Source: an optimization exercise on an open RTL-to-GDS flow (aim: small area). Production flows keep margins and buffers that such runs may drop.
Only simulation tests tie the RTL to the original design; equivalence was not proved.
No activity file was given, so power comes from the tool's default toggle rates.

### config.mk
export PLATFORM = sky130hd
export DESIGN_NAME = upcoin_top
export DESIGN_NICKNAME = upcoin_top
export VERILOG_FILES = /design/flow/design.v
export SDC_FILE = /design/flow/constraint.sdc
export NUM_CORES = 4
export LEC_CHECK = 0
export CAP_MARGIN = 20
export CORE_MARGIN = 2
export CORE_UTILIZATION = 40
export CTS_BUF_LIST = sky130_fd_sc_hd__clkbuf_16
export CTS_CLUSTER_DIAMETER = 90
export CTS_CLUSTER_SIZE = 34
export SLEW_MARGIN = 20
### constraint.sdc
create_clock -name core_clock -period 10.0 [get_ports {clk}]
set_input_delay 2.0000 -clock core_clock [delete_from_list [all_inputs] [get_ports {clk}]]
set_output_delay 2.0000 -clock core_clock [all_outputs]
set_load 0.01 [all_outputs]
### design.v
`default_nettype none
package sha256_pkg;
  localparam int word_w = 32;
  localparam int block_w = 512;
  localparam int digest_w = 256;
  localparam int digest_words = digest_w / word_w;
  localparam int num_rounds = 64;
  localparam int sched_depth = 16;
  typedef logic [word_w-1:0] word_t;
  typedef logic [block_w-1:0] block_t;
  typedef union packed {
    logic [digest_w-1:0] flat;
    word_t [0:digest_words-1] words;
  } digest_u;
  localparam logic [digest_w-1:0] hash_init =
    256'h6a09e667bb67ae853c6ef372a54ff53a510e527f9b05688c1f83d9ab5be0cd19;
  localparam logic [num_rounds*word_w-1:0] round_k = {
    32'h428a2f98, 32'h71374491, 32'hb5c0fbcf, 32'he9b5dba5, 32'h3956c25b, 32'h59f111f1,
    32'h923f82a4, 32'hab1c5ed5, 32'hd807aa98, 32'h12835b01, 32'h243185be, 32'h550c7dc3,
    32'h72be5d74, 32'h80deb1fe, 32'h9bdc06a7, 32'hc19bf174, 32'he49b69c1, 32'hefbe4786,
    32'h0fc19dc6, 32'h240ca1cc, 32'h2de92c6f, 32'h4a7484aa, 32'h5cb0a9dc, 32'h76f988da,
    32'h983e5152, 32'ha831c66d, 32'hb00327c8, 32'hbf597fc7, 32'hc6e00bf3, 32'hd5a79147,
    32'h06ca6351, 32'h14292967, 32'h27b70a85, 32'h2e1b2138, 32'h4d2c6dfc, 32'h53380d13,
    32'h650a7354, 32'h766a0abb, 32'h81c2c92e, 32'h92722c85, 32'ha2bfe8a1, 32'ha81a664b,
    32'hc24b8b70, 32'hc76c51a3, 32'hd192e819, 32'hd6990624, 32'hf40e3585, 32'h106aa070,
    32'h19a4c116, 32'h1e376c08, 32'h2748774c, 32'h34b0bcb5, 32'h391c0cb3, 32'h4ed8aa4a,
    32'h5b9cca4f, 32'h682e6ff3, 32'h748f82ee, 32'h78a5636f, 32'h84c87814, 32'h8cc70208,
    32'h90befffa, 32'ha4506ceb, 32'hbef9a3f7, 32'hc67178f2
  };
  function automatic logic [word_w-1:0] rotr(input logic [word_w-1:0] x, input integer n);
    rotr = (x >> n) | (x << (word_w - n));
  endfunction
  function automatic logic [word_w-1:0] ch(input logic [word_w-1:0] x, input logic [word_w-1:0] y, input logic [word_w-1:0] z);
    ch = (x & y) ^ (~x & z);
  endfunction
  function automatic logic [word_w-1:0] maj(input logic [word_w-1:0] x, input logic [word_w-1:0] y, input logic [word_w-1:0] z);
    maj = (x & y) ^ (x & z) ^ (y & z);
  endfunction
  function automatic logic [word_w-1:0] big_sigma0(input logic [word_w-1:0] x);
    big_sigma0 = rotr(x, 2) ^ rotr(x, 13) ^ rotr(x, 22);
  endfunction
  function automatic logic [word_w-1:0] big_sigma1(input logic [word_w-1:0] x);
    big_sigma1 = rotr(x, 6) ^ rotr(x, 11) ^ rotr(x, 25);
  endfunction
  function automatic logic [word_w-1:0] small_sigma0(input logic [word_w-1:0] x);
    small_sigma0 = rotr(x, 7) ^ rotr(x, 18) ^ (x >> 3);
  endfunction
  function automatic logic [word_w-1:0] small_sigma1(input logic [word_w-1:0] x);
    small_sigma1 = rotr(x, 17) ^ rotr(x, 19) ^ (x >> 10);
  endfunction
  function automatic logic [2*word_w-1:0] csa(input logic [word_w-1:0] x, input logic [word_w-1:0] y, input logic [word_w-1:0] z);
    csa = {x ^ y ^ z, ((x & y) | (x & z) | (y & z)) << 1};
  endfunction
  function automatic logic [word_w-1:0] add(input logic [word_w-1:0] x, input logic [word_w-1:0] y);
    logic [word_w-1:0] gg, pp;
    gg = x & y;
    pp = x ^ y;
    for (int l = 1; l < word_w; l = l * 2) begin
      for (int i = 2 * l - 1; i < word_w; i = i + 2 * l) begin
        gg[i] = gg[i] | (pp[i] & gg[i-l]);
        pp[i] = pp[i] & pp[i-l];
      end
    end
    for (int l = word_w / 4; l >= 1; l = l / 2) begin
      for (int i = 3 * l - 1; i < word_w; i = i + 2 * l) begin
        gg[i] = gg[i] | (pp[i] & gg[i-l]);
        pp[i] = pp[i] & pp[i-l];
      end
    end
    add = x ^ y ^ {gg[word_w-2:0], 1'b0};
  endfunction
endpackage
`default_nettype wire
`default_nettype none
module sha256_k_rom(input [5:0] t, output [31:0] k);
  wire t0=t[0], t1=t[1], t2=t[2], t3=t[3], t4=t[4], t5=t[5];
  wire new_n39, new_n40, new_n41, new_n42, new_n43, new_n44, new_n45,
    new_n46, new_n47, new_n48, new_n49, new_n50, new_n51, new_n52, new_n53,
    new_n54, new_n55, new_n56, new_n57, new_n58, new_n59, new_n60, new_n61,
    new_n62, new_n63, new_n64, new_n65, new_n66, new_n67, new_n68, new_n69,
    new_n70, new_n71, new_n72, new_n73, new_n74, new_n75, new_n76, new_n77,
    new_n78, new_n79, new_n80, new_n81, new_n82, new_n84, new_n85, new_n86,
    new_n87, new_n88, new_n89, new_n90, new_n91, new_n92, new_n93, new_n94,
    new_n95, new_n96, new_n97, new_n98, new_n99, new_n100, new_n101,
    new_n102, new_n103, new_n104, new_n105, new_n106, new_n107, new_n108,
    new_n109, new_n110, new_n111, new_n112, new_n113, new_n114, new_n116,
    new_n117, new_n118, new_n119, new_n120, new_n121, new_n122, new_n123,
    new_n124, new_n125, new_n126, new_n127, new_n128, new_n129, new_n130,
    new_n131, new_n132, new_n133, new_n134, new_n135, new_n136, new_n137,
    new_n138, new_n139, new_n140, new_n141, new_n142, new_n143, new_n145,
    new_n146, new_n147, new_n148, new_n149, new_n150, new_n151, new_n152,
    new_n153, new_n154, new_n155, new_n156, new_n157, new_n158, new_n159,
    new_n160, new_n161, new_n162, new_n163, new_n164, new_n165, new_n167,
    new_n168, new_n169, new_n170, new_n171, new_n172, new_n173, new_n174,
    new_n175, new_n176, new_n177, new_n178, new_n179, new_n180, new_n181,
    new_n182, new_n183, new_n184, new_n185, new_n186, new_n187, new_n189,
    new_n190, new_n191, new_n192, new_n193, new_n194, new_n195, new_n196,
    new_n197, new_n198, new_n199, new_n200, new_n201, new_n202, new_n203,
    new_n204, new_n206, new_n207, new_n208, new_n209, new_n210, new_n211,
    new_n212, new_n213, new_n214, new_n215, new_n216, new_n217, new_n218,
    new_n219, new_n220, new_n221, new_n222, new_n223, new_n224, new_n226,
    new_n227, new_n228, new_n229, new_n230, new_n231, new_n232, new_n233,
    new_n234, new_n235, new_n236, new_n237, new_n238, new_n239, new_n240,
    new_n241, new_n242, new_n243, new_n245, new_n246, new_n247, new_n248,
    new_n249, new_n250, new_n251, new_n252, new_n253, new_n254, new_n255,
    new_n256, new_n257, new_n258, new_n259, new_n260, new_n261, new_n262,
    new_n263, new_n264, new_n265, new_n267, new_n268, new_n269, new_n270,
    new_n271, new_n272, new_n273, new_n274, new_n275, new_n276, new_n277,
    new_n278, new_n279, new_n280, new_n281, new_n283, new_n284, new_n285,
    new_n286, new_n287, new_n288, new_n289, new_n290, new_n291, new_n292,
    new_n293, new_n294, new_n295, new_n296, new_n297, new_n298, new_n300,
    new_n301, new_n302, new_n303, new_n304, new_n305, new_n306, new_n307,
    new_n308, new_n309, new_n310, new_n311, new_n312, new_n313, new_n314,
    new_n316, new_n317, new_n318, new_n319, new_n320, new_n321, new_n322,
    new_n323, new_n324, new_n325, new_n326, new_n327, new_n328, new_n329,
    new_n330, new_n331, new_n333, new_n334, new_n335, new_n336, new_n337,
    new_n338, new_n339, new_n340, new_n341, new_n342, new_n343, new_n344,
    new_n345, new_n346, new_n347, new_n348, new_n349, new_n351, new_n352,
    new_n353, new_n354, new_n355, new_n356, new_n357, new_n358, new_n359,
    new_n360, new_n361, new_n362, new_n363, new_n364, new_n366, new_n367,
    new_n368, new_n369, new_n370, new_n371, new_n372, new_n373, new_n374,
    new_n375, new_n376, new_n377, new_n378, new_n379, new_n381, new_n382,
    new_n383, new_n384, new_n385, new_n386, new_n387, new_n388, new_n389,
    new_n390, new_n391, new_n392, new_n393, new_n394, new_n395, new_n396,
    new_n398, new_n399, new_n400, new_n401, new_n402, new_n403, new_n404,
    new_n405, new_n406, new_n407, new_n408, new_n409, new_n410, new_n411,
    new_n413, new_n414, new_n415, new_n416, new_n417, new_n418, new_n419,
    new_n420, new_n421, new_n422, new_n423, new_n424, new_n425, new_n426,
    new_n428, new_n429, new_n430, new_n431, new_n432, new_n433, new_n434,
    new_n435, new_n436, new_n437, new_n438, new_n439, new_n440, new_n441,
    new_n442, new_n443, new_n444, new_n446, new_n447, new_n448, new_n449,
    new_n450, new_n451, new_n452, new_n453, new_n454, new_n455, new_n456,
    new_n458, new_n459, new_n460, new_n461, new_n462, new_n463, new_n464,
    new_n465, new_n466, new_n467, new_n468, new_n469, new_n470, new_n471,
    new_n473, new_n474, new_n475, new_n476, new_n477, new_n478, new_n479,
    new_n480, new_n481, new_n482, new_n483, new_n484, new_n485, new_n486,
    new_n487, new_n489, new_n490, new_n491, new_n492, new_n493, new_n494,
    new_n495, new_n496, new_n497, new_n498, new_n499, new_n500, new_n502,
    new_n503, new_n504, new_n505, new_n506, new_n507, new_n508, new_n509,
    new_n510, new_n511, new_n513, new_n514, new_n515, new_n516, new_n517,
    new_n518, new_n519, new_n521, new_n522, new_n523, new_n524, new_n525,
    new_n526, new_n527, new_n528, new_n529, new_n530, new_n531, new_n533,
    new_n534, new_n535, new_n536, new_n537, new_n538, new_n539, new_n540,
    new_n541, new_n542, new_n543, new_n544, new_n546, new_n547, new_n548,
    new_n549, new_n550, new_n551, new_n552, new_n553, new_n555, new_n556,
    new_n557, new_n558, new_n559, new_n560, new_n561, new_n562, new_n563,
    new_n564, new_n565, new_n567, new_n568, new_n569, new_n570, new_n571,
    new_n572, new_n573, new_n574, new_n575, new_n576, new_n577, new_n578,
    new_n580, new_n581, new_n582, new_n583, new_n584, new_n585, new_n586,
    new_n587, new_n588, new_n589;
  assign new_n39 = t1  & t2 ;
  assign new_n40 = ~t1  & ~t2 ;
  assign new_n41 = ~new_n39 & ~new_n40;
  assign new_n42 = ~t0  & ~new_n41;
  assign new_n43 = ~t3  & ~new_n42;
  assign new_n44 = t0  & ~t2 ;
  assign new_n45 = t3  & new_n44;
  assign new_n46 = t0  & t2 ;
  assign new_n47 = t3  & ~new_n46;
  assign new_n48 = ~t0  & ~t2 ;
  assign new_n49 = t1  & ~new_n48;
  assign new_n50 = new_n47 & new_n49;
  assign new_n51 = ~new_n45 & ~new_n50;
  assign new_n52 = ~t4  & new_n51;
  assign new_n53 = ~new_n43 & new_n52;
  assign new_n54 = t2  & t3 ;
  assign new_n55 = t4  & ~new_n54;
  assign new_n56 = ~t1  & ~t3 ;
  assign new_n57 = ~t0  & new_n56;
  assign new_n58 = t0  & t3 ;
  assign new_n59 = ~new_n57 & ~new_n58;
  assign new_n60 = new_n55 & new_n59;
  assign new_n61 = ~t5  & ~new_n60;
  assign new_n62 = ~new_n53 & new_n61;
  assign new_n63 = t0  & ~t1 ;
  assign new_n64 = ~t0  & t1 ;
  assign new_n65 = ~new_n63 & ~new_n64;
  assign new_n66 = ~t2  & ~new_n65;
  assign new_n67 = ~t0  & t2 ;
  assign new_n68 = ~t3  & ~new_n67;
  assign new_n69 = ~new_n66 & new_n68;
  assign new_n70 = t1  & new_n48;
  assign new_n71 = new_n47 & ~new_n70;
  assign new_n72 = ~t4  & ~new_n71;
  assign new_n73 = ~new_n69 & new_n72;
  assign new_n74 = ~t3  & ~new_n63;
  assign new_n75 = ~new_n48 & new_n74;
  assign new_n76 = t1  & ~t2 ;
  assign new_n77 = t3  & ~new_n76;
  assign new_n78 = ~new_n65 & new_n77;
  assign new_n79 = t4  & ~new_n78;
  assign new_n80 = ~new_n75 & new_n79;
  assign new_n81 = t5  & ~new_n80;
  assign new_n82 = ~new_n73 & new_n81;
  assign k[0]  = new_n62 | new_n82;
  assign new_n84 = ~t2  & new_n65;
  assign new_n85 = new_n68 & ~new_n84;
  assign new_n86 = ~t5  & ~new_n85;
  assign new_n87 = ~t1  & t2 ;
  assign new_n88 = t3  & ~new_n67;
  assign new_n89 = new_n65 & new_n88;
  assign new_n90 = ~new_n87 & ~new_n89;
  assign new_n91 = new_n86 & new_n90;
  assign new_n92 = t5  & ~new_n77;
  assign new_n93 = ~new_n44 & ~new_n76;
  assign new_n94 = new_n92 & ~new_n93;
  assign new_n95 = ~new_n91 & ~new_n94;
  assign new_n96 = t4  & ~new_n95;
  assign new_n97 = ~t4  & ~t5 ;
  assign new_n98 = t2  & ~t3 ;
  assign new_n99 = ~t1  & ~new_n46;
  assign new_n100 = ~new_n98 & new_n99;
  assign new_n101 = ~t0  & t3 ;
  assign new_n102 = new_n39 & ~new_n101;
  assign new_n103 = t0  & ~t3 ;
  assign new_n104 = ~new_n102 & ~new_n103;
  assign new_n105 = ~new_n100 & new_n104;
  assign new_n106 = new_n97 & ~new_n105;
  assign new_n107 = t2  & ~new_n65;
  assign new_n108 = ~new_n44 & ~new_n107;
  assign new_n109 = ~t3  & ~new_n108;
  assign new_n110 = ~new_n66 & new_n109;
  assign new_n111 = ~t4  & t5 ;
  assign new_n112 = ~new_n45 & new_n111;
  assign new_n113 = ~new_n110 & new_n112;
  assign new_n114 = ~new_n106 & ~new_n113;
  assign k[1]  = ~new_n96 & new_n114;
  assign new_n116 = t1  & t3 ;
  assign new_n117 = ~new_n54 & ~new_n116;
  assign new_n118 = new_n65 & ~new_n117;
  assign new_n119 = t4  & ~new_n118;
  assign new_n120 = t0  & t4 ;
  assign new_n121 = new_n56 & new_n120;
  assign new_n122 = t2  & ~new_n64;
  assign new_n123 = ~new_n121 & ~new_n122;
  assign new_n124 = new_n119 & new_n123;
  assign new_n125 = ~new_n39 & new_n103;
  assign new_n126 = ~t3  & ~new_n125;
  assign new_n127 = new_n54 & ~new_n65;
  assign new_n128 = ~new_n126 & ~new_n127;
  assign new_n129 = ~t4  & ~new_n128;
  assign new_n130 = t5  & ~new_n129;
  assign new_n131 = ~new_n124 & new_n130;
  assign new_n132 = ~t1  & new_n48;
  assign new_n133 = ~t3  & ~new_n132;
  assign new_n134 = ~new_n46 & new_n133;
  assign new_n135 = t4  & ~t5 ;
  assign new_n136 = ~new_n58 & new_n135;
  assign new_n137 = ~new_n134 & new_n136;
  assign new_n138 = ~new_n44 & ~new_n117;
  assign new_n139 = t1  & ~t3 ;
  assign new_n140 = ~t5  & ~new_n139;
  assign new_n141 = ~t4  & new_n140;
  assign new_n142 = ~new_n138 & new_n141;
  assign new_n143 = ~new_n137 & ~new_n142;
  assign k[2]  = ~new_n131 & new_n143;
  assign new_n145 = t3  & ~new_n39;
  assign new_n146 = t4  & ~new_n70;
  assign new_n147 = new_n145 & new_n146;
  assign new_n148 = ~t3  & ~new_n65;
  assign new_n149 = t5  & ~new_n148;
  assign new_n150 = ~new_n44 & ~new_n67;
  assign new_n151 = ~t1  & t3 ;
  assign new_n152 = ~new_n150 & new_n151;
  assign new_n153 = new_n149 & ~new_n152;
  assign new_n154 = ~new_n147 & new_n153;
  assign new_n155 = t3  & new_n66;
  assign new_n156 = ~t3  & ~new_n48;
  assign new_n157 = ~new_n40 & new_n156;
  assign new_n158 = new_n135 & ~new_n157;
  assign new_n159 = ~new_n155 & new_n158;
  assign new_n160 = new_n145 & new_n150;
  assign new_n161 = ~t0  & ~t3 ;
  assign new_n162 = ~new_n39 & new_n161;
  assign new_n163 = new_n97 & ~new_n162;
  assign new_n164 = ~new_n160 & new_n163;
  assign new_n165 = ~new_n159 & ~new_n164;
  assign k[3]  = ~new_n154 & new_n165;
  assign new_n167 = ~t2  & t3 ;
  assign new_n168 = ~new_n64 & new_n167;
  assign new_n169 = t4  & ~new_n168;
  assign new_n170 = t3  & new_n63;
  assign new_n171 = ~new_n148 & ~new_n170;
  assign new_n172 = new_n169 & new_n171;
  assign new_n173 = ~new_n39 & new_n58;
  assign new_n174 = t2  & new_n139;
  assign new_n175 = ~t4  & ~new_n174;
  assign new_n176 = ~new_n173 & new_n175;
  assign new_n177 = ~new_n42 & new_n176;
  assign new_n178 = t5  & ~new_n177;
  assign new_n179 = ~new_n172 & new_n178;
  assign new_n180 = ~new_n46 & new_n139;
  assign new_n181 = new_n52 & ~new_n180;
  assign new_n182 = t4  & ~new_n76;
  assign new_n183 = ~t3  & ~new_n39;
  assign new_n184 = ~new_n58 & ~new_n183;
  assign new_n185 = new_n182 & new_n184;
  assign new_n186 = ~t5  & ~new_n185;
  assign new_n187 = ~new_n181 & new_n186;
  assign k[4]  = ~new_n179 & ~new_n187;
  assign new_n189 = ~t5  & ~new_n138;
  assign new_n190 = ~new_n110 & new_n189;
  assign new_n191 = ~t2  & new_n63;
  assign new_n192 = new_n88 & ~new_n191;
  assign new_n193 = new_n149 & ~new_n192;
  assign new_n194 = ~t4  & ~new_n193;
  assign new_n195 = ~new_n190 & new_n194;
  assign new_n196 = ~new_n48 & new_n77;
  assign new_n197 = ~new_n107 & new_n196;
  assign new_n198 = t2  & new_n56;
  assign new_n199 = ~t5  & ~new_n198;
  assign new_n200 = ~new_n197 & new_n199;
  assign new_n201 = new_n65 & new_n156;
  assign new_n202 = new_n92 & ~new_n201;
  assign new_n203 = t4  & ~new_n202;
  assign new_n204 = ~new_n200 & new_n203;
  assign k[5]  = new_n195 | new_n204;
  assign new_n206 = ~new_n70 & ~new_n87;
  assign new_n207 = ~new_n46 & new_n206;
  assign new_n208 = ~t3  & ~new_n207;
  assign new_n209 = ~new_n64 & ~new_n117;
  assign new_n210 = ~t4  & ~new_n209;
  assign new_n211 = ~new_n208 & new_n210;
  assign new_n212 = ~new_n121 & ~new_n211;
  assign new_n213 = ~t5  & ~new_n212;
  assign new_n214 = t4  & t5 ;
  assign new_n215 = ~t3  & ~new_n99;
  assign new_n216 = ~new_n44 & new_n215;
  assign new_n217 = new_n214 & ~new_n216;
  assign new_n218 = ~new_n77 & new_n217;
  assign new_n219 = ~new_n39 & ~new_n66;
  assign new_n220 = new_n88 & ~new_n219;
  assign new_n221 = ~new_n40 & new_n162;
  assign new_n222 = new_n111 & ~new_n221;
  assign new_n223 = ~new_n220 & new_n222;
  assign new_n224 = ~new_n218 & ~new_n223;
  assign k[6]  = ~new_n213 & new_n224;
  assign new_n226 = t2  & ~new_n59;
  assign new_n227 = new_n87 & new_n161;
  assign new_n228 = ~t4  & ~new_n227;
  assign new_n229 = new_n77 & ~new_n122;
  assign new_n230 = ~new_n228 & ~new_n229;
  assign new_n231 = ~new_n226 & new_n230;
  assign new_n232 = ~new_n197 & new_n228;
  assign new_n233 = ~t5  & ~new_n232;
  assign new_n234 = ~new_n231 & new_n233;
  assign new_n235 = ~new_n84 & ~new_n107;
  assign new_n236 = new_n47 & ~new_n235;
  assign new_n237 = t5  & ~new_n236;
  assign new_n238 = ~new_n44 & new_n68;
  assign new_n239 = ~t4  & ~new_n238;
  assign new_n240 = new_n237 & new_n239;
  assign new_n241 = ~new_n45 & ~new_n202;
  assign new_n242 = new_n214 & ~new_n241;
  assign new_n243 = ~new_n240 & ~new_n242;
  assign k[7]  = ~new_n234 & new_n243;
  assign new_n245 = ~t3  & new_n48;
  assign new_n246 = ~new_n76 & ~new_n245;
  assign new_n247 = ~t1  & new_n54;
  assign new_n248 = ~new_n58 & ~new_n247;
  assign new_n249 = t0  & new_n87;
  assign new_n250 = new_n248 & ~new_n249;
  assign new_n251 = new_n246 & new_n250;
  assign new_n252 = ~new_n55 & ~new_n251;
  assign new_n253 = t4  & ~new_n170;
  assign new_n254 = ~new_n122 & new_n253;
  assign new_n255 = ~t5  & ~new_n254;
  assign new_n256 = ~new_n252 & new_n255;
  assign new_n257 = t1  & new_n47;
  assign new_n258 = ~new_n134 & ~new_n257;
  assign new_n259 = ~t4  & ~new_n258;
  assign new_n260 = t4  & ~new_n192;
  assign new_n261 = t1  & new_n46;
  assign new_n262 = new_n156 & ~new_n261;
  assign new_n263 = new_n260 & ~new_n262;
  assign new_n264 = t5  & ~new_n263;
  assign new_n265 = ~new_n259 & new_n264;
  assign k[8]  = ~new_n256 & ~new_n265;
  assign new_n267 = ~t4  & ~new_n229;
  assign new_n268 = ~new_n74 & new_n267;
  assign new_n269 = ~new_n40 & new_n47;
  assign new_n270 = t4  & ~new_n191;
  assign new_n271 = ~new_n269 & new_n270;
  assign new_n272 = ~new_n268 & ~new_n271;
  assign new_n273 = ~t5  & ~new_n272;
  assign new_n274 = ~new_n71 & new_n217;
  assign new_n275 = ~new_n41 & new_n103;
  assign new_n276 = ~t1  & ~new_n101;
  assign new_n277 = ~new_n275 & new_n276;
  assign new_n278 = new_n64 & new_n167;
  assign new_n279 = new_n111 & ~new_n278;
  assign new_n280 = ~new_n277 & new_n279;
  assign new_n281 = ~new_n274 & ~new_n280;
  assign k[9]  = ~new_n273 & new_n281;
  assign new_n283 = t1  & new_n68;
  assign new_n284 = ~t4  & ~new_n283;
  assign new_n285 = ~new_n78 & new_n284;
  assign new_n286 = new_n43 & ~new_n249;
  assign new_n287 = t4  & ~new_n247;
  assign new_n288 = ~new_n286 & new_n287;
  assign new_n289 = ~new_n285 & ~new_n288;
  assign new_n290 = t5  & ~new_n289;
  assign new_n291 = t3  & ~new_n93;
  assign new_n292 = new_n135 & ~new_n291;
  assign new_n293 = ~new_n84 & new_n183;
  assign new_n294 = new_n292 & ~new_n293;
  assign new_n295 = ~new_n41 & new_n68;
  assign new_n296 = new_n97 & ~new_n269;
  assign new_n297 = ~new_n295 & new_n296;
  assign new_n298 = ~new_n294 & ~new_n297;
  assign k[10]  = ~new_n290 & new_n298;
  assign new_n300 = new_n71 & ~new_n87;
  assign new_n301 = ~new_n245 & ~new_n300;
  assign new_n302 = t4  & ~new_n301;
  assign new_n303 = ~new_n48 & new_n116;
  assign new_n304 = ~new_n191 & ~new_n303;
  assign new_n305 = ~new_n226 & new_n304;
  assign new_n306 = ~t4  & ~new_n305;
  assign new_n307 = t5  & ~new_n306;
  assign new_n308 = ~new_n302 & new_n307;
  assign new_n309 = new_n119 & ~new_n126;
  assign new_n310 = new_n47 & ~new_n64;
  assign new_n311 = ~new_n245 & ~new_n310;
  assign new_n312 = new_n284 & new_n311;
  assign new_n313 = ~t5  & ~new_n312;
  assign new_n314 = ~new_n309 & new_n313;
  assign k[11]  = new_n308 | new_n314;
  assign new_n316 = ~t2  & new_n139;
  assign new_n317 = t4  & ~new_n316;
  assign new_n318 = t3  & new_n108;
  assign new_n319 = ~new_n40 & new_n318;
  assign new_n320 = new_n317 & ~new_n319;
  assign new_n321 = ~new_n50 & new_n228;
  assign new_n322 = t5  & ~new_n321;
  assign new_n323 = ~new_n320 & new_n322;
  assign new_n324 = new_n88 & new_n219;
  assign new_n325 = ~new_n120 & ~new_n317;
  assign new_n326 = ~new_n324 & ~new_n325;
  assign new_n327 = ~new_n40 & new_n125;
  assign new_n328 = new_n284 & ~new_n327;
  assign new_n329 = new_n248 & new_n328;
  assign new_n330 = ~t5  & ~new_n329;
  assign new_n331 = ~new_n326 & new_n330;
  assign k[12]  = new_n323 | new_n331;
  assign new_n333 = ~t3  & ~new_n235;
  assign new_n334 = new_n41 & new_n88;
  assign new_n335 = ~new_n333 & ~new_n334;
  assign new_n336 = ~t4  & ~new_n335;
  assign new_n337 = ~t2  & ~new_n139;
  assign new_n338 = ~new_n161 & ~new_n337;
  assign new_n339 = ~new_n63 & new_n146;
  assign new_n340 = ~new_n338 & new_n339;
  assign new_n341 = ~new_n336 & ~new_n340;
  assign new_n342 = t5  & ~new_n341;
  assign new_n343 = t4  & ~new_n151;
  assign new_n344 = ~new_n85 & new_n343;
  assign new_n345 = new_n47 & ~new_n84;
  assign new_n346 = ~t4  & ~new_n156;
  assign new_n347 = ~new_n345 & new_n346;
  assign new_n348 = ~t5  & ~new_n347;
  assign new_n349 = ~new_n344 & new_n348;
  assign k[13]  = ~new_n342 & ~new_n349;
  assign new_n351 = new_n41 & new_n156;
  assign new_n352 = new_n237 & ~new_n351;
  assign new_n353 = new_n140 & new_n207;
  assign new_n354 = t4  & ~new_n353;
  assign new_n355 = ~new_n352 & new_n354;
  assign new_n356 = ~new_n40 & new_n161;
  assign new_n357 = ~t4  & ~new_n356;
  assign new_n358 = t5  & ~new_n310;
  assign new_n359 = new_n357 & new_n358;
  assign new_n360 = ~new_n47 & ~new_n49;
  assign new_n361 = ~new_n248 & ~new_n360;
  assign new_n362 = new_n97 & ~new_n361;
  assign new_n363 = ~new_n286 & new_n362;
  assign new_n364 = ~new_n359 & ~new_n363;
  assign k[14]  = ~new_n355 & new_n364;
  assign new_n366 = ~t0  & new_n174;
  assign new_n367 = ~t4  & ~new_n366;
  assign new_n368 = ~new_n318 & new_n367;
  assign new_n369 = ~t0  & new_n77;
  assign new_n370 = t4  & ~new_n369;
  assign new_n371 = ~new_n333 & new_n370;
  assign new_n372 = ~new_n368 & ~new_n371;
  assign new_n373 = t5  & ~new_n372;
  assign new_n374 = ~new_n215 & new_n253;
  assign new_n375 = t3  & new_n150;
  assign new_n376 = ~new_n180 & new_n357;
  assign new_n377 = ~new_n375 & new_n376;
  assign new_n378 = ~new_n374 & ~new_n377;
  assign new_n379 = ~t5  & ~new_n378;
  assign k[15]  = ~new_n373 & ~new_n379;
  assign new_n381 = t3  & new_n39;
  assign new_n382 = ~new_n183 & ~new_n381;
  assign new_n383 = ~new_n40 & new_n382;
  assign new_n384 = t0  & ~new_n383;
  assign new_n385 = new_n184 & ~new_n338;
  assign new_n386 = ~new_n384 & ~new_n385;
  assign new_n387 = ~t4  & ~new_n386;
  assign new_n388 = ~new_n109 & new_n370;
  assign new_n389 = ~t5  & ~new_n388;
  assign new_n390 = ~new_n387 & new_n389;
  assign new_n391 = ~t2  & new_n56;
  assign new_n392 = new_n111 & ~new_n391;
  assign new_n393 = ~new_n160 & new_n392;
  assign new_n394 = t5  & new_n169;
  assign new_n395 = new_n304 & new_n394;
  assign new_n396 = ~new_n393 & ~new_n395;
  assign k[16]  = ~new_n390 & new_n396;
  assign new_n398 = ~new_n257 & new_n328;
  assign new_n399 = ~new_n98 & new_n317;
  assign new_n400 = ~new_n361 & new_n399;
  assign new_n401 = ~new_n398 & ~new_n400;
  assign new_n402 = ~t5  & ~new_n401;
  assign new_n403 = ~t4  & ~new_n101;
  assign new_n404 = new_n150 & new_n151;
  assign new_n405 = ~new_n76 & ~new_n404;
  assign new_n406 = new_n403 & ~new_n405;
  assign new_n407 = new_n47 & new_n65;
  assign new_n408 = t4  & ~new_n275;
  assign new_n409 = ~new_n407 & new_n408;
  assign new_n410 = t5  & ~new_n409;
  assign new_n411 = ~new_n406 & new_n410;
  assign k[17]  = new_n402 | new_n411;
  assign new_n413 = ~t4  & ~new_n245;
  assign new_n414 = new_n237 & new_n413;
  assign new_n415 = new_n68 & ~new_n275;
  assign new_n416 = ~new_n44 & new_n415;
  assign new_n417 = ~new_n220 & ~new_n416;
  assign new_n418 = new_n97 & ~new_n417;
  assign new_n419 = ~new_n125 & new_n135;
  assign new_n420 = ~new_n404 & new_n419;
  assign new_n421 = ~t3  & ~new_n76;
  assign new_n422 = ~new_n63 & new_n421;
  assign new_n423 = new_n270 & ~new_n422;
  assign new_n424 = new_n358 & new_n423;
  assign new_n425 = ~new_n420 & ~new_n424;
  assign new_n426 = ~new_n418 & new_n425;
  assign k[18]  = ~new_n414 & new_n426;
  assign new_n428 = new_n90 & new_n93;
  assign new_n429 = ~new_n152 & ~new_n428;
  assign new_n430 = new_n267 & ~new_n429;
  assign new_n431 = t4  & ~new_n184;
  assign new_n432 = ~t3  & ~new_n206;
  assign new_n433 = new_n431 & ~new_n432;
  assign new_n434 = ~new_n430 & ~new_n433;
  assign new_n435 = t5  & ~new_n434;
  assign new_n436 = ~new_n201 & ~new_n391;
  assign new_n437 = new_n135 & ~new_n303;
  assign new_n438 = ~new_n89 & new_n437;
  assign new_n439 = new_n436 & new_n438;
  assign new_n440 = ~new_n133 & ~new_n167;
  assign new_n441 = ~new_n39 & new_n97;
  assign new_n442 = ~new_n303 & new_n441;
  assign new_n443 = ~new_n440 & new_n442;
  assign new_n444 = ~new_n439 & ~new_n443;
  assign k[19]  = ~new_n435 & new_n444;
  assign new_n446 = ~new_n138 & new_n346;
  assign new_n447 = ~new_n227 & new_n421;
  assign new_n448 = new_n169 & ~new_n447;
  assign new_n449 = ~t5  & ~new_n448;
  assign new_n450 = ~new_n446 & new_n449;
  assign new_n451 = new_n68 & new_n206;
  assign new_n452 = ~t4  & ~new_n151;
  assign new_n453 = ~new_n451 & new_n452;
  assign new_n454 = new_n55 & ~new_n262;
  assign new_n455 = t5  & ~new_n454;
  assign new_n456 = ~new_n453 & new_n455;
  assign k[20]  = new_n450 | new_n456;
  assign new_n458 = ~t4  & ~new_n41;
  assign new_n459 = ~new_n403 & ~new_n458;
  assign new_n460 = ~new_n109 & ~new_n459;
  assign new_n461 = ~new_n71 & new_n246;
  assign new_n462 = new_n343 & ~new_n461;
  assign new_n463 = ~new_n460 & ~new_n462;
  assign new_n464 = ~t5  & ~new_n463;
  assign new_n465 = ~new_n89 & ~new_n316;
  assign new_n466 = new_n239 & new_n465;
  assign new_n467 = ~new_n152 & ~new_n381;
  assign new_n468 = t4  & ~new_n451;
  assign new_n469 = new_n467 & new_n468;
  assign new_n470 = ~new_n466 & ~new_n469;
  assign new_n471 = t5  & ~new_n470;
  assign k[21]  = ~new_n464 & ~new_n471;
  assign new_n473 = ~new_n117 & ~new_n150;
  assign new_n474 = t4  & ~new_n473;
  assign new_n475 = ~new_n208 & new_n474;
  assign new_n476 = ~t4  & ~new_n127;
  assign new_n477 = ~new_n432 & new_n476;
  assign new_n478 = ~t5  & ~new_n477;
  assign new_n479 = ~new_n475 & new_n478;
  assign new_n480 = ~new_n99 & ~new_n139;
  assign new_n481 = new_n146 & ~new_n480;
  assign new_n482 = new_n98 & ~new_n99;
  assign new_n483 = ~new_n67 & new_n116;
  assign new_n484 = ~t4  & ~new_n483;
  assign new_n485 = ~new_n482 & new_n484;
  assign new_n486 = t5  & ~new_n485;
  assign new_n487 = ~new_n481 & new_n486;
  assign k[22]  = new_n479 | new_n487;
  assign new_n489 = t4  & ~new_n47;
  assign new_n490 = ~new_n333 & new_n489;
  assign new_n491 = ~new_n132 & ~new_n247;
  assign new_n492 = new_n367 & new_n491;
  assign new_n493 = t5  & ~new_n492;
  assign new_n494 = ~new_n490 & new_n493;
  assign new_n495 = ~t4  & ~new_n196;
  assign new_n496 = ~new_n415 & new_n495;
  assign new_n497 = ~new_n88 & ~new_n327;
  assign new_n498 = new_n287 & ~new_n497;
  assign new_n499 = ~t5  & ~new_n498;
  assign new_n500 = ~new_n496 & new_n499;
  assign k[23]  = new_n494 | new_n500;
  assign new_n502 = ~new_n43 & ~new_n303;
  assign new_n503 = new_n97 & ~new_n502;
  assign new_n504 = ~new_n69 & new_n431;
  assign new_n505 = new_n467 & new_n504;
  assign new_n506 = ~t5  & ~new_n505;
  assign new_n507 = ~t4  & new_n41;
  assign new_n508 = ~new_n150 & new_n507;
  assign new_n509 = t5  & ~new_n161;
  assign new_n510 = ~new_n508 & new_n509;
  assign new_n511 = ~new_n506 & ~new_n510;
  assign k[24]  = new_n503 | new_n511;
  assign new_n513 = new_n357 & new_n467;
  assign new_n514 = new_n149 & ~new_n381;
  assign new_n515 = ~new_n111 & ~new_n514;
  assign new_n516 = ~new_n513 & ~new_n515;
  assign new_n517 = new_n97 & new_n429;
  assign new_n518 = new_n86 & new_n474;
  assign new_n519 = ~new_n517 & ~new_n518;
  assign k[25]  = ~new_n516 & new_n519;
  assign new_n521 = new_n76 & new_n346;
  assign new_n522 = ~new_n139 & ~new_n209;
  assign new_n523 = ~new_n497 & new_n522;
  assign new_n524 = t4  & ~new_n523;
  assign new_n525 = ~new_n521 & ~new_n524;
  assign new_n526 = ~t5  & ~new_n525;
  assign new_n527 = ~new_n50 & ~new_n360;
  assign new_n528 = new_n111 & ~new_n527;
  assign new_n529 = ~new_n152 & new_n214;
  assign new_n530 = ~new_n422 & new_n529;
  assign new_n531 = ~new_n528 & ~new_n530;
  assign k[26]  = new_n526 | ~new_n531;
  assign new_n533 = new_n51 & ~new_n421;
  assign new_n534 = t4  & ~new_n533;
  assign new_n535 = new_n66 & new_n403;
  assign new_n536 = ~new_n534 & ~new_n535;
  assign new_n537 = t5  & ~new_n536;
  assign new_n538 = ~new_n403 & ~new_n507;
  assign new_n539 = ~new_n198 & ~new_n201;
  assign new_n540 = ~new_n538 & new_n539;
  assign new_n541 = ~new_n148 & ~new_n198;
  assign new_n542 = new_n169 & new_n541;
  assign new_n543 = ~t5  & ~new_n542;
  assign new_n544 = ~new_n540 & new_n543;
  assign k[27]  = new_n537 | new_n544;
  assign new_n546 = ~new_n174 & new_n260;
  assign new_n547 = new_n72 & new_n541;
  assign new_n548 = ~new_n546 & ~new_n547;
  assign new_n549 = ~t5  & ~new_n548;
  assign new_n550 = ~new_n182 & ~new_n338;
  assign new_n551 = t2  & new_n120;
  assign new_n552 = ~new_n550 & ~new_n551;
  assign new_n553 = t5  & ~new_n552;
  assign k[28]  = ~new_n549 & ~new_n553;
  assign new_n555 = ~new_n286 & ~new_n459;
  assign new_n556 = new_n292 & new_n436;
  assign new_n557 = ~new_n555 & ~new_n556;
  assign new_n558 = ~t5  & ~new_n557;
  assign new_n559 = new_n67 & ~new_n116;
  assign new_n560 = ~new_n267 & ~new_n559;
  assign new_n561 = ~new_n56 & ~new_n560;
  assign new_n562 = ~new_n67 & ~new_n139;
  assign new_n563 = new_n343 & new_n562;
  assign new_n564 = ~new_n561 & ~new_n563;
  assign new_n565 = t5  & ~new_n564;
  assign k[29]  = ~new_n558 & ~new_n565;
  assign new_n567 = ~new_n257 & new_n458;
  assign new_n568 = ~new_n41 & new_n88;
  assign new_n569 = t4  & ~new_n482;
  assign new_n570 = ~new_n568 & new_n569;
  assign new_n571 = ~new_n567 & ~new_n570;
  assign new_n572 = t5  & ~new_n571;
  assign new_n573 = new_n287 & ~new_n447;
  assign new_n574 = new_n65 & ~new_n156;
  assign new_n575 = ~t4  & ~new_n125;
  assign new_n576 = ~new_n574 & new_n575;
  assign new_n577 = ~new_n573 & ~new_n576;
  assign new_n578 = ~t5  & ~new_n577;
  assign k[30]  = ~new_n572 & ~new_n578;
  assign new_n580 = ~new_n382 & new_n403;
  assign new_n581 = t4  & new_n117;
  assign new_n582 = t5  & ~new_n581;
  assign new_n583 = ~new_n580 & new_n582;
  assign new_n584 = ~t1  & ~new_n88;
  assign new_n585 = ~new_n291 & ~new_n584;
  assign new_n586 = ~t4  & ~new_n585;
  assign new_n587 = ~new_n337 & new_n343;
  assign new_n588 = ~t5  & ~new_n587;
  assign new_n589 = ~new_n586 & new_n588;
  assign k[31]  = new_n583 | new_n589;
endmodule
`default_nettype wire
`default_nettype none
module upcoin_top (
  input  logic clk,
  input  logic block_load,
  input  logic sck,
  input  logic sdi,
  output logic sdo,
  output logic done
);
  logic        sck_s1, sck_s2;
  logic        sdi_s1;
  logic        sck_rise, sck_fall;
  logic [3:0]  p;          
  logic        run;        
  logic [2:0]  rev;        
  logic [8:0]  cnt;        
  logic [1:0]  pc;         
  logic [2:0]  pb;         
  logic        nb;         
  logic [7:0]  kn;
  logic        nb_d;
  sha256_pkg::word_t win [0:15];
  sha256_pkg::word_t a, b, c, d, e, f, g, h;
  assign sck_rise = sck_s1 & ~sck_s2;
  assign sck_fall = ~sck_s1 & sck_s2;
  always_ff @(posedge clk or negedge block_load) begin
    if (!block_load) begin
      sck_s1 <= 1'b0;
      sck_s2 <= 1'b0;
    end else begin
      sck_s1 <= sck;
      sck_s2 <= sck_s1;
    end
  end
  logic round, sched, fin, init;
  logic ins, ins_last, accept;
  logic [1:0] pc_left;
  logic [9:0] cnt_next;
  assign init  = ~run & ~done;
  assign round = run & ~rev[2];
  assign sched = round & (rev[1:0] != 2'd3);
  assign fin   = run & rev[2] & ~p[3];
  assign accept   = sck_rise & ~((cnt[8:5] == 4'd15) & ({1'b0, cnt[4:0]} + {4'd0, pc} >= 6'd32));
  assign ins      = init & (p == cnt[8:5]) & pc[1];
  assign cnt_next = {1'b0, cnt} + {8'd0, ins, done & sck_fall};
  assign ins_last = ins & cnt_next[9];
  assign pc_left  = ins ? {1'b0, pc[0]} : pc;
  always_ff @(posedge clk or negedge block_load) begin
    if (!block_load) begin
      p    <= '0;
      run  <= 1'b0;
      rev  <= '0;
      cnt  <= '0;
      pc   <= '0;
      done <= 1'b0;
      sdo  <= 1'b0;
    end else begin
      p   <= p + 4'd1;
      cnt <= cnt_next[8:0];
      pc  <= pc_left + {1'b0, accept};
      if (ins_last) run <= 1'b1;
      if (run) begin
        if (p == 4'd15) rev <= rev + 3'd1;
        if (rev[2] && p == 4'd8) begin
          run  <= 1'b0;
          done <= 1'b1;
          sdo  <= a[31];
        end
      end
      if (done && sck_fall) sdo <= nb_d;
    end
  end
  always_ff @(posedge clk) begin
    sdi_s1 <= sdi;
    nb     <= nb_d;
    if (ins) pb[0] <= pb[2];
    if (accept) pb[pc_left] <= sdi_s1;
  end
  assign kn   = cnt[7:0] + 8'd1;
  assign nb_d = (p[2:0] + kn[7:5] == 3'd0) ? a[~kn[4:0]] : nb;
  sha256_pkg::word_t next_word, ins_word, win_in;
  sha256_pkg::word_t n1, n2, n3, n4;
  assign {n1, n2}  = sha256_pkg::csa(sha256_pkg::small_sigma1(win[14]), win[9], sha256_pkg::small_sigma0(win[1]));
  assign {n3, n4}  = sha256_pkg::csa(n1, n2, win[0]);
  assign next_word = sha256_pkg::add(n3, n4);
  assign ins_word  = {win[0][29:0], pb[0], pb[1]};
  assign win_in    = sched ? next_word : (ins ? ins_word : win[0]);
  always_ff @(posedge clk) begin
    for (int i = 0; i < 15; i++) win[i] <= win[i+1];
    win[15] <= win_in;
  end
  sha256_pkg::word_t kc, dg, u1, v1, m1, m2, q1, q2, e1, e2, a1, a2, a3, a4;
  sha256_pkg::word_t a_rnd, a_in, e_in;
  sha256_pkg::word_t kt;
  logic [2:0] hi;
  sha256_k_rom k_rom_i (.t({rev[1:0], p}), .k(kt));
  assign hi = 3'd3 - p[2:0];
  always_comb begin
    if (round)            kc = kt;
    else if (init || fin) kc = sha256_pkg::hash_init[32*(3'd7 - hi) +: 32];
    else                  kc = '0;
  end
  assign dg = init ? '0 : d;
  assign {u1, v1} = sha256_pkg::csa(sha256_pkg::big_sigma1(e), sha256_pkg::ch(e, f, g), win[0]);
  assign {m1, m2} = sha256_pkg::csa(h, u1, v1);
  assign {q1, q2} = sha256_pkg::csa(m1 & {32{round}}, m2 & {32{round}}, kc);
  assign {e1, e2} = sha256_pkg::csa(dg, q1, q2);
  assign {a1, a2} = sha256_pkg::csa(q1, q2, sha256_pkg::big_sigma0(a));
  assign {a3, a4} = sha256_pkg::csa(a1, a2, sha256_pkg::maj(a, b, c));
  assign e_in  = sha256_pkg::add(e1, e2);
  assign a_rnd = sha256_pkg::add(a3, a4);
  assign a_in  = round ? a_rnd : h;
  always_ff @(posedge clk) begin
    a <= a_in;
    b <= a;
    c <= b;
    d <= c;
    e <= e_in;
    f <= e;
    g <= f;
    h <= g;
  end
endmodule
`default_nettype wire
### run.sh
#!/bin/bash
# synth_recipe.tcl (not shown) runs the flow's synth.tcl, then flattens the netlist and writes it again
# the make line also repeats each setting of config.mk as NAME=value (left out here)
make -C /OpenROAD-flow-scripts/flow DESIGN_CONFIG=/design/flow/config.mk WORK_HOME=/design/flow/orfs CLKGATE_MAP_FILE= SYNTH_SCRIPT=/design/flow/synth_recipe.tcl finish
==> summary.txt, run 1 <==
* worst reg2reg endpoint: a[31]
* final cell area excluding filler cells: 35,900 um^2
* post-detail-place hpwl: 69,400 um
* area leader, netlist: dfxtp_1
* slack of the worst reg-to-reg path: 1.50 ns
* horizontal die dimension: 294 um
* vias in the first global route: 20,100
* starting density of the core: 40.3%
* leading cell types by count after synthesis: 771 x dfxtp_1, 289 x fa_1, 244 x inv_1
* share of cells above drive strength 1: 3.60%
* start point of the worst hold path: win[8][22]
* Slew HR: 30.5%
* largest net degree at the start of global routing: 71
* die extent in y: 294 um
* share of flip-flops with an asynchronous set or reset after synthesis: 2.89%
* commonest register cell after synthesis: dfxtp_1
* number of max-cap violations: 0
* setup repair after global routing missed its margin: false
* synthesized instance count: 2,915
* die footprint: 86,600 um^2
* final cell count without fillers: 3,970
* Placer Congestion: 0.940
* routed via count divided by cell count: 5.11
* Worst Path Required: 10.51 ns
* global-route wire length before repair: 133,000 um
* quantity of gates resized following cts: 0
* post-synth top area share: 45.8%
* Worst Reg-to-Reg Cells: 28
* Setup violations, final: 0
* leading cell type by number of instances after synthesis: dfxtp_1
* Critical Path Slowest Stage Cell: inv_1
* count of flip-flops with a built-in enable after synthesis: 2
* share of the yosys chip area belonging to registers: 47.7%
* source-to-sink clock delay at the later pin of the worst-skew pair: 0.64 ns
* Worst EP arrival: 9.01 ns
* count of buffer and inverter cells on the critical path: 3
* worst-case setup margin in the final layout: 1.50 ns
* Root Driver: clkbuf_16
* Max clock buf depth: 3
* fillers: 7,928
* final design utilization: 43.0%
* Syn Std Cell Area: 33,700 um^2
* final-report max-slew violation count: 0
* maximum vdd drop: 0.147 mV
* number of setup buffers added after CTS: 0
* total of warnings raised by yosys: 2
* global route overflow: 0
* unique cell type count in the Yosys netlist: 71
* Pre-antenna DRT Iters: 6
* P&R area growth vs syn: 6.55%
* Post-CTS Hold Fix Bufs: 0
* Final Skew: 0.0222 ns
* class of the worst hold path: register to register
* largest cells by area after synthesis: dfxtp_1 46%, fa_1 17%, xnor2_1 5.6%
* Peak Freq: 118 MHz
* nature of the critical path startpoint: register
* hold-critical path endpoint: win[7][22]
* #FFs+latches synth: 796
* # IOs: 6
* pre-CTS WS: 1.74 ns
* CTS H-Tree Depth: 1
* synthesized area per cell: 11.6 um^2
* DRT iter0 DRCs: 1,885
* number of hold-slack violations in the final timing report: 0
* final antenna-violating net count: 0
* Net Count, Synth: 3,337
* initial antenna violation count: 9
* CTS sink cnt: 796
* Port Buffers: 5
* part of the cycle the worst path needs: 85.0%
* wire per inst: 22.4 um
* final setup TNS: 0 ns
* floorplan row count: 106
* placed instance area: 34,900 um^2
* placeable core region: 83,600 um^2
* TritonCTS Buffers: 31
* final worst path period need: 8.50 ns
* number of cells after detailed placement: 3,922
* static power due to leakage: 15.3 nW
* biggest cell delay along the critical path: 0.64 ns
* category of cells accounting for the largest share of critical-path delay: adder cells
* startpoint of the lowest-slack register-to-register path: p[2]
* sort of element at the end of the critical path: register
* clock slew at the register clock pins of the worst setup and hold paths: 0.12 ns
* slew at the pin with the worst max-slew slack: 1.04 ns
* Power Density: 137 nW/um^2
* final routed wirelength across all metal layers: 89,100 um
* count of unresolved DRC violations after routing: 0
* run status: complete, no violations
* Cells on Worst Hold Path: 0
* critical setup path kind: register to register
* number of nets at the end of the flow: 3,297
* Global Route Usage Sum: 20.8%
* vias after detailed routing: 20,300
* critical path fanouts, max: 18
* TritonCTS clock tree: done
-- report_power, final --
part	leakage (nW)	internal (mW)	switching, mW	total, mW
registers	6.63	3.20	0.0221	3.22
clock network	0.479	0.606	1.01	1.62
logic	8.20	0.0412	0.0410	0.0822
total	15.3	3.85	1.07	4.92
-- placed cells by master, fill, tap and decap left out, types with 9 or more instances in the layout --
| cell type | instances |
|---|---|
| a211oi_1 | 18 |
| a21o_1 | 42 |
| a21oi_1 | 121 |
| a31oi_1 | 15 |
| and2_1 | 32 |
| buf_4 | 28 |
| clkbuf_16 | 31 |
| dfrtp_1 | 21 |
| dfxtp_1 | 771 |
| fa_1 | 289 |
| ha_1 | 129 |
| inv_1 | 246 |
| maj3_1 | 21 |
| mux2i_1 | 36 |
| nand2_1 | 202 |
| nand2b_1 | 43 |
| nand3_1 | 21 |
| nand4_1 | 10 |
| nor2_1 | 115 |
| nor3_1 | 16 |
| o211ai_1 | 17 |
| o21a_1 | 15 |
| o21ai_0 | 142 |
| o221ai_1 | 14 |
| o22ai_1 | 10 |
| o311ai_0 | 9 |
| xnor2_1 | 216 |
| xor2_1 | 114 |
-- metrics by stage --
| stage | power [mW] | hold WS [ns] |
|---|---|---|
| 2_1_floorplan | 3.35 | 0.310 |
| 3_3_place_gp | 3.37 | 0.310 |
| 3_5_place_dp | 3.38 | 0.312 |
| 4_1_cts | 4.97 | 0.331 |
| 5_1_grt | 5.10 | 0.329 |
| 6_report | 4.92 | 0.329 |
-- sequential cells by signal (all words and copies together), names as in the netlist, 3 cells and up --
name  flops
cnt       9
b        32
rev       3
p         4
e        32
pb        3
h        32
f        32
a        32
d        32
win     512
c        32
g        32
-- logic make-up (layout without fill, tap and decap cells) --
logic type	after synthesis	after routing	share of synthesized area [%]
compound gates	465	465	8.57
xor+xnor	330	330	8.58
fa+ha+maj	439	439	22.6
buf+inv	353	326	3.99
flops	796	796	47.7
mux	54	54	2.09
other cells	0	2	0
simple gates	478	478	6.46
-- routing by layer --
metal | global-route usage, % | share of wire [%] | up-vias
met1 | 31.1 | 46 | 10100
met5 | 0 | 0 | -
met3 | 3.87 | 8.3 | 121
li1 | - | - | 9373
met4 | 4.59 | 2.4 | 0
met2 | 31.2 | 43 | 730
-- area by class of cell --
cell class	count	area, um^2	area share, %
multi-input combinational	1766	16300	45.4
sequential	796	16100	44.8
tap	1080	1350	3.76
inverter	247	927	2.58
clock buffer	31	776	2.16
timing repair buffer	33	260	0.725
clock inverter	15	201	0.561
antenna	2	5.00	0.0139
-- how the worst max path moves through the flow --
stage	startpoint	to	cells past startpoint
2_1_floorplan	p[2]	a[31]	31
3_3_place_gp	p[1]	a[31]	29
3_5_place_dp	p[2]	a[31]	28
4_1_cts	p[2]	a[31]	28
5_1_grt	p[2]	a[31]	28
6_report	p[2]	a[31]	28
==> run 2: changes to the inputs <==
==> config.mk (replaced) <==
export PLATFORM = sky130hd
export DESIGN_NAME = upcoin_top
export DESIGN_NICKNAME = upcoin_top
export VERILOG_FILES = /design/flow/design.v
export SDC_FILE = /design/flow/constraint.sdc
export NUM_CORES = 4
export LEC_CHECK = 0
export CAP_MARGIN = 0
export CORE_MARGIN = 2
export CORE_UTILIZATION = 65
export CTS_BUF_LIST = sky130_fd_sc_hd__clkbuf_16
export CTS_CLUSTER_DIAMETER = 80
export CTS_CLUSTER_SIZE = 26
export SLEW_MARGIN = 0
==> run 2 against run 1 <==
Combinational power up 21%. Clock skew increased by 0.0053 ns. Maximum frequency rose by 2.2%. Largest cell class unchanged. Area after synthesis unchanged. Hold slack worse by 0.0029 ns. Via count rose by 7.2%.
==> summary.txt, run 2 <==
* Max clock buf depth: 3
* share of cells above drive strength 1: 3.86%
* commonest non-fill, non-tap cell in the layout: dfxtp_1
* run status: complete, no violations
* count of flip-flops with a built-in enable after synthesis: 2
* synthesized area per cell: 11.6 um^2
* Port Buffers: 5
* global-route wire length before repair: 144,000 um
* critical setup path kind: register to register
* unique cell type count in the Yosys netlist: 71
* M1 GR Usage: 50.0%
* quantity of gates resized following cts: 0
* leading cell type by number of instances after synthesis: dfxtp_1
* setup repair after global routing missed its margin: false
* multi-input combinational cell area: 16,300 um^2
* synthesized instance count: 2,915
* die footprint: 53,700 um^2
* final antenna-violating net count: 0
* slew at the pin with the worst max-slew slack: 1.07 ns
* Power Density: 145 nW/um^2
* register cell area after layout: 16,100 um^2
* wire per inst: 27.3 um
* maximum vdd drop: 0.179 mV
* register containing the most flip-flops in the final layout: win
* Post-CTS Hold Fix Bufs: 0
* Setup violations, final: 0
* area leader, netlist: dfxtp_1
* P&R area growth vs syn: 5.74%
* Critical Path Slowest Stage Cell: dfrtp_1
* Peak Freq: 120 MHz
* placeable core region: 51,300 um^2
* final-report max-slew violation count: 0
* final setup TNS: 0 ns
* global route hottest layer: met2
* Syn Std Cell Area: 33,700 um^2
* share of flip-flops with an asynchronous set or reset after synthesis: 2.89%
* floorplan row count: 83
* total of warnings raised by yosys: 2
* #FFs+latches synth: 796
* hold_ws: 0.326 ns
* clock slew at the register clock pins of the worst setup and hold paths: 0.10 ns
* class of the worst hold path: register to register
* Largest register FFs: 512
* TritonCTS clock tree: done
* # IOs: 6
* number of nets at the end of the flow: 3,307
* post-synth top area share: 45.8%
* routed via count divided by cell count: 6.08
* Global Route met3 Usage: 9.09%
* Placer Congestion: 1.01
* Slew HR: 28.3%
* part of the cycle the worst path needs: 83.2%
* final worst path period need: 8.32 ns
* nature of the critical path startpoint: register
* share of the yosys chip area belonging to registers: 47.7%
* final routed wirelength across all metal layers: 97,700 um
* CTS sink cnt: 796
* TritonCTS Buffers: 40
* Root Driver: clkbuf_16
* largest cells by area after synthesis: dfxtp_1 46%, fa_1 17%, xnor2_1 5.6%
* die extent in y: 232 um
* vias after detailed routing: 21,800
* static power due to leakage: 15.4 nW
* critical path fanouts, max: 14
* vias in the first global route: 22,500
* sort of element at the end of the critical path: register
* biggest cell delay along the critical path: 0.59 ns
* count of inserted antenna diode cells: 0
* fillers: 3,610
* number of hold-slack violations in the final timing report: 0
* DRT iter0 DRCs: 2,364
* M2 GR Usage: 56.8%
* Net Count, Synth: 3,337
* Worst Path Required: 10.48 ns
* source-to-sink clock delay at the later pin of the worst-skew pair: 0.63 ns
* commonest cells after routing, fill and taps aside: 771 x dfxtp_1, 289 x fa_1, 247 x inv_1
* Final Skew: 0.0275 ns
* number of setup buffers added after CTS: 0
* initial antenna violation count: 1
* Pre-antenna DRT Iters: 6
* post-detail-place hpwl: 73,100 um
* Global Route Usage Sum: 37.2%
* count of unresolved DRC violations after routing: 0
* CTS H-Tree Depth: 2
* leading cell types by count after synthesis: 771 x dfxtp_1, 289 x fa_1, 244 x inv_1
* commonest register cell after synthesis: dfxtp_1
* starting density of the core: 65.7%
* Worst EP arrival: 8.79 ns
* global route overflow: 0
* largest net degree at the start of global routing: 69
* horizontal die dimension: 232 um
* number of max-cap violations: 0
==> run 2: cell families (layout without fill, tap and decap cells) <==
family | count (synthesis) | after routing | share of synthesized area [%]
simple gates | 478 | 478 | 6.46
fa+ha+maj | 439 | 439 | 22.6
xor+xnor | 330 | 330 | 8.58
compound gates | 465 | 465 | 8.57
mux | 54 | 54 | 2.09
buf+inv | 353 | 338 | 3.99
flops | 796 | 796 | 47.7
==> run 2: final cells by class <==
type	instances	area share [%]
Tap cell	680	2.39
Clock buffer	40	2.81
Timing Repair Buffer	34	0.752
Multi-Input combinational cell	1766	45.7
Sequential cell	796	45.1
Clock inverter	17	0.597
Inverter	247	2.60
==> run 2: per-stage QoR <==
step	setup WS, ns	cell area (um^2)	instances	total power [mW]	util [%]
after floorplan	3.00	33700	2915	3.35	-
after global placement	2.27	34400	3523	3.38	67.1
after detailed placement	1.99	34400	3523	3.39	67.1
after CTS	1.95	35600	3580	5.18	69.4
after global routing	1.43	35600	3580	5.29	69.4
final	1.68	35600	3580	5.16	69.4
==> run 2: path summary, 6_finish.rpt <==
check	slack (ns)	endpoint	from	cells after the start
worst min-delay path	0.33	win[12][13]	win[13][13]	0
max in group asynchronous	7.32	p[3]	block_load	1
worst min register to register	0.33	win[12][13]	win[13][13]	0
worst max register to register	1.68	a[31]	p[2]	28
worst max-delay path	1.68	a[31]	p[2]	28
min in group asynchronous	1.95	cnt[1]	block_load	1
==> run 2: routing by layer <==
metal	routed length (um)	vias up
met2	43600	1210
met5	0	-
met3	9850	317
li1	-	9383
met4	5500	0
met1	38800	10800
==> run 2: power breakdown <==
group | internal [mW] | switching, mW
sequential | 3.20 | 0.0264
combinational | 0.0443 | 0.0550
clock | 0.767 | 1.07
total | 4.01 | 1.15
==> run 2: critical path, delay by kind of cell (launching register included) <==
kind,cells,cell delay (ns)
AOI/OAI and AO/OA,12,2.96
xor gates and xnor gates,4,0.67
adders and majority gates,7,3.12
and+or+nand+nor,2,0.32
buffers and inverters,3,0.51
DFF,1,0.59
==> run 3: changes to the inputs <==
--- a/config.mk
+++ b/config.mk
@@ -6,9 +6,9 @@
 export NUM_CORES = 4
 export LEC_CHECK = 0
-export CAP_MARGIN = 0
+export CAP_MARGIN = 20
 export CORE_MARGIN = 2
-export CORE_UTILIZATION = 65
+export CORE_UTILIZATION = 40
 export CTS_BUF_LIST = sky130_fd_sc_hd__clkbuf_16
 export CTS_CLUSTER_DIAMETER = 80
 export CTS_CLUSTER_SIZE = 26
-export SLEW_MARGIN = 0
+export SLEW_MARGIN = 20
==> run 3 against run 2 <==
Hold slack worse by 0.0048 ns. Sequential power about the same. Clock-buffer cell count is 3 higher. Global-route usage is 16 points lower. Still clean on timing, DRC and antenna. Utilization fell by 26 points. Largest power group unchanged.
==> summary.txt, run 3 <==
* setup repair after global routing missed its margin: false
* Net Count, Synth: 3,337
* final antenna-violating net count: 0
* global route hottest layer: met2
* count of unresolved DRC violations after routing: 0
* Critical Path Slowest Stage Cell: inv_1
* final worst path period need: 8.44 ns
* M1 GR Usage: 31.2%
* worst reg2reg endpoint: a[31]
* clock slew at the register clock pins of the worst setup and hold paths: 0.09 ns
* Final Skew: 0.0290 ns
* largest net degree at the start of global routing: 71
* Placer Congestion: 0.940
* Global Route Usage Sum: 21.0%
* number of nets at the end of the flow: 3,308
* maximum vdd drop: 0.114 mV
* final routed wirelength across all metal layers: 89,800 um
* unique cell type count in the Yosys netlist: 71
* wire per inst: 22.5 um
* #FFs+latches synth: 796
* share of cells above drive strength 1: 4.13%
* post-synth top area share: 45.8%
* register containing the most flip-flops in the final layout: win
* commonest cells after routing, fill and taps aside: 771 x dfxtp_1, 289 x fa_1, 246 x inv_1
* Port Buffers: 5
* Worst Reg-to-Reg Cells: 28
* starting density of the core: 40.3%
* commonest non-fill, non-tap cell in the layout: dfxtp_1
* nature of the critical path startpoint: register
* area leader, netlist: dfxtp_1
* total power of the final layout: 5.26 mW
* global route overflow: 0
* final cell count without fillers: 3,991
* static power due to leakage: 15.5 nW
* Largest register FFs: 512
* sort of element at the end of the critical path: register
* Slew HR: 35.3%
* leading cell types by count after synthesis: 771 x dfxtp_1, 289 x fa_1, 244 x inv_1
* critical setup path kind: register to register
* fillers: 7,879
* vias in the first global route: 20,100
* Power Density: 145 nW/um^2
* horizontal die dimension: 294 um
* DRT iter0 DRCs: 1,791
* Worst Path Required: 10.48 ns
* startpoint of the lowest-slack register-to-register path: p[2]
* CTS H-Tree Depth: 2
* P&R area growth vs syn: 7.72%
* share of the yosys chip area belonging to registers: 47.7%
* global-route wire length before repair: 133,000 um
* die extent in y: 294 um
* source-to-sink clock delay at the later pin of the worst-skew pair: 0.62 ns
* placeable core region: 83,600 um^2
* slack of the worst reg-to-reg path: 1.56 ns
* number of setup buffers added after CTS: 0
* floorplan row count: 106
* Setup crit end: a[31]
* Peak Freq: 118 MHz
* initial antenna violation count: 10
* number of cells after detailed placement: 3,922
* Global Route met3 Usage: 4.10%
* run status: complete, no violations
* largest cells by area after synthesis: dfxtp_1 46%, fa_1 17%, xnor2_1 5.6%
* count of flip-flops with a built-in enable after synthesis: 2
* Post-CTS Hold Fix Bufs: 0
* TritonCTS Buffers: 42
* die footprint: 86,600 um^2
* part of the cycle the worst path needs: 84.4%
* TritonCTS clock tree: done
* Pre-antenna DRT Iters: 5
* share of flip-flops with an asynchronous set or reset after synthesis: 2.89%
* # IOs: 6
* synthesized instance count: 2,915
* Max clock buf depth: 3
* class of the worst hold path: register to register
* synthesized area per cell: 11.6 um^2
* post-detail-place hpwl: 69,400 um
* number of max-cap violations: 0
* critical path fanouts, max: 18
* M2 GR Usage: 31.3%
* total of warnings raised by yosys: 2
* Syn Std Cell Area: 33,700 um^2
* Setup violations, final: 0
* leading cell type by number of instances after synthesis: dfxtp_1
* CTS sink cnt: 796
* number of hold-slack violations in the final timing report: 0
* slew at the pin with the worst max-slew slack: 0.965 ns
* quantity of gates resized following cts: 0
* commonest register cell after synthesis: dfxtp_1
* vias after detailed routing: 20,400
* final setup TNS: 0 ns
* Root Driver: clkbuf_16
* Worst EP arrival: 8.92 ns
* final-report max-slew violation count: 0
* routed via count divided by cell count: 5.12
* worst setup path start: p[2]
* biggest cell delay along the critical path: 0.62 ns
[run 3: cell counts after synthesis]
No cell type changed its count.
[run 3: worst max-delay path, delay by kind of cell, from the launching register on]
kind	cells	cell delay (ns)
simple gates	2	0.27
xor+xnor	4	0.65
buf+inv	3	0.76
fa+ha+maj	7	3.06
flops	1	0.55
compound gates	12	3.01
[run 3: per-stage QoR]
step / area [um^2] / hold WS, ns / worst slack, ns / util (%)
5_1_grt: 36300 / 0.321 / 0.868 / 43.4
3_3_place_gp: 34900 / 0.310 / 1.92 / 41.8
4_1_cts: 36300 / 0.312 / 1.71 / 43.4
6_report: 36300 / 0.321 / 1.56 / 43.4
3_5_place_dp: 34900 / 0.312 / 1.74 / 41.8
2_1_floorplan: 33700 / 0.310 / 3.00 / -
[run 3: worst min-delay path by stage]
stage	start	end	slack, ns	cells past startpoint
2_1_floorplan	win[11][0]	win[10][0]	0.31	0
3_3_place_gp	win[5][28]	win[4][28]	0.31	0
3_5_place_dp	win[11][7]	win[10][7]	0.31	0
4_1_cts	win[6][16]	win[5][16]	0.31	0
5_1_grt	win[6][27]	win[5][27]	0.32	0
6_report	win[6][27]	win[5][27]	0.32	0
[run 3: cell families after synthesis]
kind of cell	count (synthesis)	share of synthesized area (%)
simple gates	478	6.46
compound gates	465	8.57
mux	54	2.09
fa+ha+maj	439	22.6
flops	796	47.7
buf+inv	353	3.99
xor+xnor	330	8.58
[run 3: metal layers]
layer / share of wire (%) / wire (um)
met5: 0 / 0
met4: 2.2 / 2020
met3: 7.4 / 6660
met2: 43 / 38700
met1: 47 / 42400
[run 3: final cells by class]
type                       instances  area [um^2]  share of cell area, %
multi-input combinational       1766        16300                   44.9
sequential                       796        16100                   44.3
tap                             1080         1350                   3.72
clock buffer                      43         1080                   2.97
inverter                         247          927                   2.56
clock inverter                    21          288                  0.793
timing repair buffer              33          260                  0.717
antenna                            5         12.5                 0.0345
[run 3: report_power, final]
group / leakage (nW) / switching (mW) / internal [mW]
Clock: 0.671 / 1.08 / 0.875
Sequential: 6.63 / 0.0222 / 3.20
Combinational: 8.20 / 0.0419 / 0.0412

## afterwards: timing with drivers on the ports
The flow's constraints put no driver on any port. The routed layouts listed below were extracted and timed again, unchanged, in two steps.
Step 1 sets driving cells, clkbuf_16 on the clock port and buf_2 on the other inputs (assumed; they add their load-dependent delay and slew).
Step 2 times the ports against the registers' clock, not the clock port: input delays grow and output delays shrink by t, the midpoint of the rising clock arrivals with the driver on.
a / b / c = ideal ports / drivers / drivers and shift; a / b = the first two.
run	t (ns)	setup WS [ns]	worst setup path after step 2
run 1	0.702	1.497 / 1.497 / 1.497	register to register
run 2	0.677	1.684 / 1.684 / 1.684	register to register
run 3	0.667	1.560 / 1.560 / 1.560	register to register
After both steps every run listed still meets setup and hold.
